This is an optimization exercise on Yosys and OpenROAD, whose aim is small area, not a production implementation. Only simulation tests tie the RTL to the original design; equivalence was not proved. Power is estimated from default activity; no workload was simulated.

== lane 1 ==
// mipsCore
module mipsCore (
	input logic clk,
	input logic reset,
	input logic instrReq,
	input mipsPkg::word_t instr,
	output logic instrAck,
	output logic regWrite,
	output mipsPkg::regAddr_t regWrAddr,
	output mipsPkg::word_t regWrData
);
	logic [5:0] opc, fn;
	logic [4:0] rsF, rtF, rdF, sa;
	logic isAddi, isR, isShift, isAlu, valid, isLeft, isSra, isSub, isAnd;
	assign opc = instr[31:26];
	assign fn = instr[5:0];
	assign rsF = instr[25:21];
	assign rtF = instr[20:16];
	assign rdF = instr[15:11];
	assign sa = instr[10:6];
	assign isAddi = (opc == 6'b001000);
	assign isR = (opc == 6'b000000);
	assign isShift = isR && (fn[5:2] == 4'b0000) && (fn[1:0] != 2'b01);
	assign isAlu = isR && (fn[5:3] == 3'b100) && (fn[0] == 1'b0) && (fn[2:1] != 2'b11);
	assign valid = isAddi || isShift || isAlu;
	assign isLeft = !fn[1];
	assign isSra = fn[0];
	assign isSub = !isAddi && fn[1];
	assign isAnd = !isAddi && fn[2];
	logic [4:0] ph;
	logic run, cpy, ack, wr, clr;
	logic [3:0] q;
	logic c, d0, d1;
	logic [31:0] o;
	logic [31:0] rbits;
	logic [4:0] dest, raddr;
	logic rbit, wbit, last, wen;
	logic [31:0] rf [1:31];
	assign dest = isAddi ? rtF : rdF;
	assign raddr = cpy ? rtF : rsF;
	assign rbits[0] = 1'b0;
	assign rbit = rbits[raddr];
	genvar gi;
	generate
		for (gi = 1; gi < 32; gi++) begin : g_reg
			logic [31:0] ring;
			always_ff @(posedge clk)
				ring <= {(clr || (wen && dest == gi)) ? wbit : ring[0], ring[31:1]};
			assign rbits[gi] = ring[0];
		end
	endgenerate
	logic immBit, srcB, cin, bb, sum, cout, alu, lres, rres, res, onext;
	assign immBit = ph[4] ? instr[15] : instr[ph[3:0]];
	assign srcB = isAddi ? immBit : rbit;
	assign cin = (ph == 5'd0) ? isSub : c;
	assign bb = o[0] ^ isSub;
	assign sum = rbit ^ bb ^ cin;
	assign cout = (rbit & bb) | (cin & (rbit ^ bb));
	assign alu = isAnd ? (rbit & o[0]) : sum;
	logic k1, k2;
	assign k1 = (q == 4'd0) && sa[0];
	assign k2 = (q != 4'd0);
	always_comb begin
		if (k2)
			lres = (ph[4:1] == 4'd0) ? 1'b0 : d1;
		else if (k1)
			lres = (ph == 5'd0) ? 1'b0 : d0;
		else
			lres = o[0];
		if (k2)
			rres = (ph == 5'd31) ? (isSra & o[0]) : (ph == 5'd30) ? (isSra & o[1]) : o[2];
		else if (k1)
			rres = (ph == 5'd31) ? (isSra & o[0]) : o[1];
		else
			rres = o[0];
	end
  ...
==> flow/config.mk <==
export PLATFORM = sky130hd
export DESIGN_NAME = mipsCore
export DESIGN_NICKNAME = mipsCore
export VERILOG_FILES = /design/flow/design.v
export SDC_FILE = /design/flow/constraint.sdc
export NUM_CORES = 4
export LEC_CHECK = 0
export CAP_MARGIN = 20
export CORE_MARGIN = 2
export CORE_UTILIZATION = 40
export SLEW_MARGIN = 20
==> flow/constraint.sdc <==
create_clock -name core_clock -period 10.0 [get_ports {clk}]
set_input_delay 2.0000 -clock core_clock [delete_from_list [all_inputs] [get_ports {clk}]]
set_output_delay 2.0000 -clock core_clock [all_outputs]
set_load 0.01 [all_outputs]
run.sh (not shown) runs the stock make flow with config.mk's settings and CLKGATE_MAP_FILE= SYNTH_SCRIPT=/design/flow/synth_recipe.tcl, a recipe that flattens the netlist after the stock synthesis.
[inputs] lane 2 vs lane 1
Settings: an added CTS_CLUSTER_DIAMETER of 50; an added CTS_BUF_LIST of sky130_fd_sc_hd__clkbuf_8; a change of CORE_UTILIZATION from 40 to 65; an added CTS_CLUSTER_SIZE of 20.
Results
Diff lane 1 -> lane 2: sequential area share after synthesis about even; utilization rose 25 points; number of enable flip-flop cells after synthesis about even; combinational cell fraction of total power rose 0.5 points.
Compared to lane 1, the router laid down more metal wire for lane 2.
Changes in lane 3 relative to lane 2:
Settings: CTS_CLUSTER_SIZE removed (was 20); CTS_CLUSTER_DIAMETER removed (was 50); CORE_UTILIZATION changed from 65 to 40.
Notes after the runs:
Summary of the comparison: number of tap cells inserted is higher in lane 3, relative to lane 2. Die footprint of lane 3 exceeds that of lane 2 by more than half. Lane 3 can be clocked faster than lane 2. [diff] wire length of the first global-routing pass, lane 3 relative to lane 2: regression. Compare lane 2 and lane 3 | detailed-route wire length per cell higher: lane 2.

========
Starting RTL as in the previous note.
clock: 10.0 ns
lec_check: 0
cap_margin: 20
core_margin: 2
core_utilization: 40
cts_buf_list: sky130_fd_sc_hd__clkbuf_8
cts_cluster_diameter: 50
cts_cluster_size: 20
slew_margin: 20
==> next run, changes <==
- CTS_BUF_LIST: sky130_fd_sc_hd__clkbuf_8 -> sky130_fd_sc_hd__clkbuf_4
- CTS_CLUSTER_DIAMETER: 50 -> not set
- CTS_CLUSTER_SIZE: 20 -> not set
Wire length goes up by about 7%.
Final cell count came out higher by 13%.
Worst setup slack improves by 0.026 ns.
Design area grows by about 7%.
Fmax is higher by about 0.4%.
Worst hold slack degrades by 0.029 ns.
Total power rose by 21%.
Die area stays the same.

========
Another version of the RTL of mipsCore (not shown whole).
Size: roughly 1300 cells after synthesis, ~1000 flip-flops, roughly 74 I/O pins.
Settings: LEC_CHECK=0, CAP_MARGIN=20, CORE_MARGIN=2, CORE_UTILIZATION=40, CTS_BUF_LIST=sky130_fd_sc_hd__clkbuf_8, CTS_CLUSTER_DIAMETER=50, CTS_CLUSTER_SIZE=20, SLEW_MARGIN=20, SYNTH_HIERARCHICAL=1, SYNTH_MINIMUM_KEEP_SIZE=0; clock period 10.0 ns.
standard.sh (not shown) runs the stock make flow with config.mk's settings and CLKGATE_MAP_FILE= SYNTH_SCRIPT=/design/flow/synth_recipe.tcl, a recipe that flattens the netlist after the stock synthesis.
==> flow/flow/run.sh <==
#!/bin/bash
# Own layout flow: the standard flow (standard.sh, unchanged synthesis),
# with three layout changes:
#  - port buffers use the smallest buffer cell (buf_1);
#  - after floorplan, combinational cells are swapped for the smallest cell of
#    the same function (later repair steps upsize where timing needs it);
#  - clock tree synthesis without dummy loads and with larger sink clusters.
set -euo pipefail
here=$(pwd)
export BUFFER_PORTS_ARGS="-buffer_cell sky130_fd_sc_hd__buf_1"
export POST_FLOORPLAN_TCL="$here/flow/downsize.tcl"
export CTS_ARGS="-sink_clustering_enable -repair_clock_nets -dont_use_dummy_load -buf_list sky130_fd_sc_hd__clkbuf_8 -sink_clustering_size 20 -sink_clustering_max_diameter 50"
bash standard.sh > "$here/standard.log" 2>&1
==> flow/flow/downsize.tcl <==
sta::make_equiv_cells [get_libs *]
# Swap every combinational cell for the smallest cell of the same function
# (same footprint pins); flip-flops and physical cells are left alone.
set n 0; set saved 0.0
foreach inst [get_cells *] {
  set lc [get_lib_cell -of_objects $inst]
  if {$lc == ""} continue
  set name [get_name $lc]
  if {[string match *df* $name] || [string match *tap* $name] || [string match *fill* $name] || [string match *conb* $name]} continue
  set equivs [sta::find_equiv_cells $lc]
  if {[llength $equivs] < 2} continue
  set best $lc; set barea [get_property $lc area]
  foreach e $equivs {
    set en [get_name $e]; if {[string match *lpflow* $en] || [string match *probe* $en]} continue
    set a [get_property $e area]
    if {$a < $barea} { set best $e; set barea $a }
  }
  if {[get_name $best] ne $name} {
    set saved [expr {$saved + [get_property $lc area] - $barea}]
    replace_cell $inst [get_name $best]
    incr n
  }
}
puts "downsize: replaced $n cells, saved [format %.1f $saved] um2"
Then changed:
==> flow/run.sh (new file) <==
#!/bin/bash
# synth_recipe.tcl (not shown) runs the flow's synth.tcl, then flattens the netlist and writes it again
# the make line also repeats each setting of config.mk as NAME=value (left out here)
make -C /OpenROAD-flow-scripts/flow DESIGN_CONFIG=/design/flow/config.mk WORK_HOME=/design/flow/orfs CLKGATE_MAP_FILE= SYNTH_SCRIPT=/design/flow/synth_recipe.tcl finish
removed: flow/flow/run.sh
removed: flow/flow/downsize.tcl
removed: flow/standard.sh
What happened: The changed run finished clean; count of clock-buffer cells in the layout goes up by 2; die area does not change; worst hold slack is better by 0.052 ns; setup slack is worse by 0.50 ns; total power increases by 5.1%; clock power increases by about 16%.

[what the ideal ports hide]
In the flow no input, the clock included, has a driving cell. The finished layouts below were timed again as built, in two steps.
Step 1, drivers: a clkbuf_16 drives clk and a buf_2 each remaining input, both assumed.
Step 2, shift: input delay + t, output delay - t, t = (earliest + latest rising clock arrival at the registers) / 2. This alone moves slack from input paths to output paths.
Three values: ideal ports, drivers, drivers and shift; two values: the first two.
run | t, ns | slack for setup (ns) | worst hold slack (ns)
lane 1 | 0.667 | 3.181 / 3.158 / 3.158 | 0.311 / 0.311 / 0.311
lane 2 | 0.708 | 3.171 / 3.150 / 3.150 | 0.312 / 0.312 / 0.312
lane 3 | 0.748 | 3.202 / 3.179 / 3.179 | 0.316 / 0.316 / 0.316
the first run of note 2 | 0.714 | 3.146 / 3.123 / 3.123 | 0.317 / 0.317 / 0.317
the second run of note 2 | 0.938 | 3.172 / 3.149 / 3.149 | 0.287 / 0.287 / 0.287
the first run of note 3 | 0.650 | 4.497 / 4.477 / 4.477 | 0.256 / 0.256 / 0.256
the second run of note 3 | 0.689 | 4.000 / 3.975 / 3.975 | 0.308 / 0.308 / 0.308
After both steps setup and hold are still met in every run listed. For the second run of note 3, which loses most, drivers alone change the setup slack by -0.025 ns; drivers and shift together by -0.025 ns.
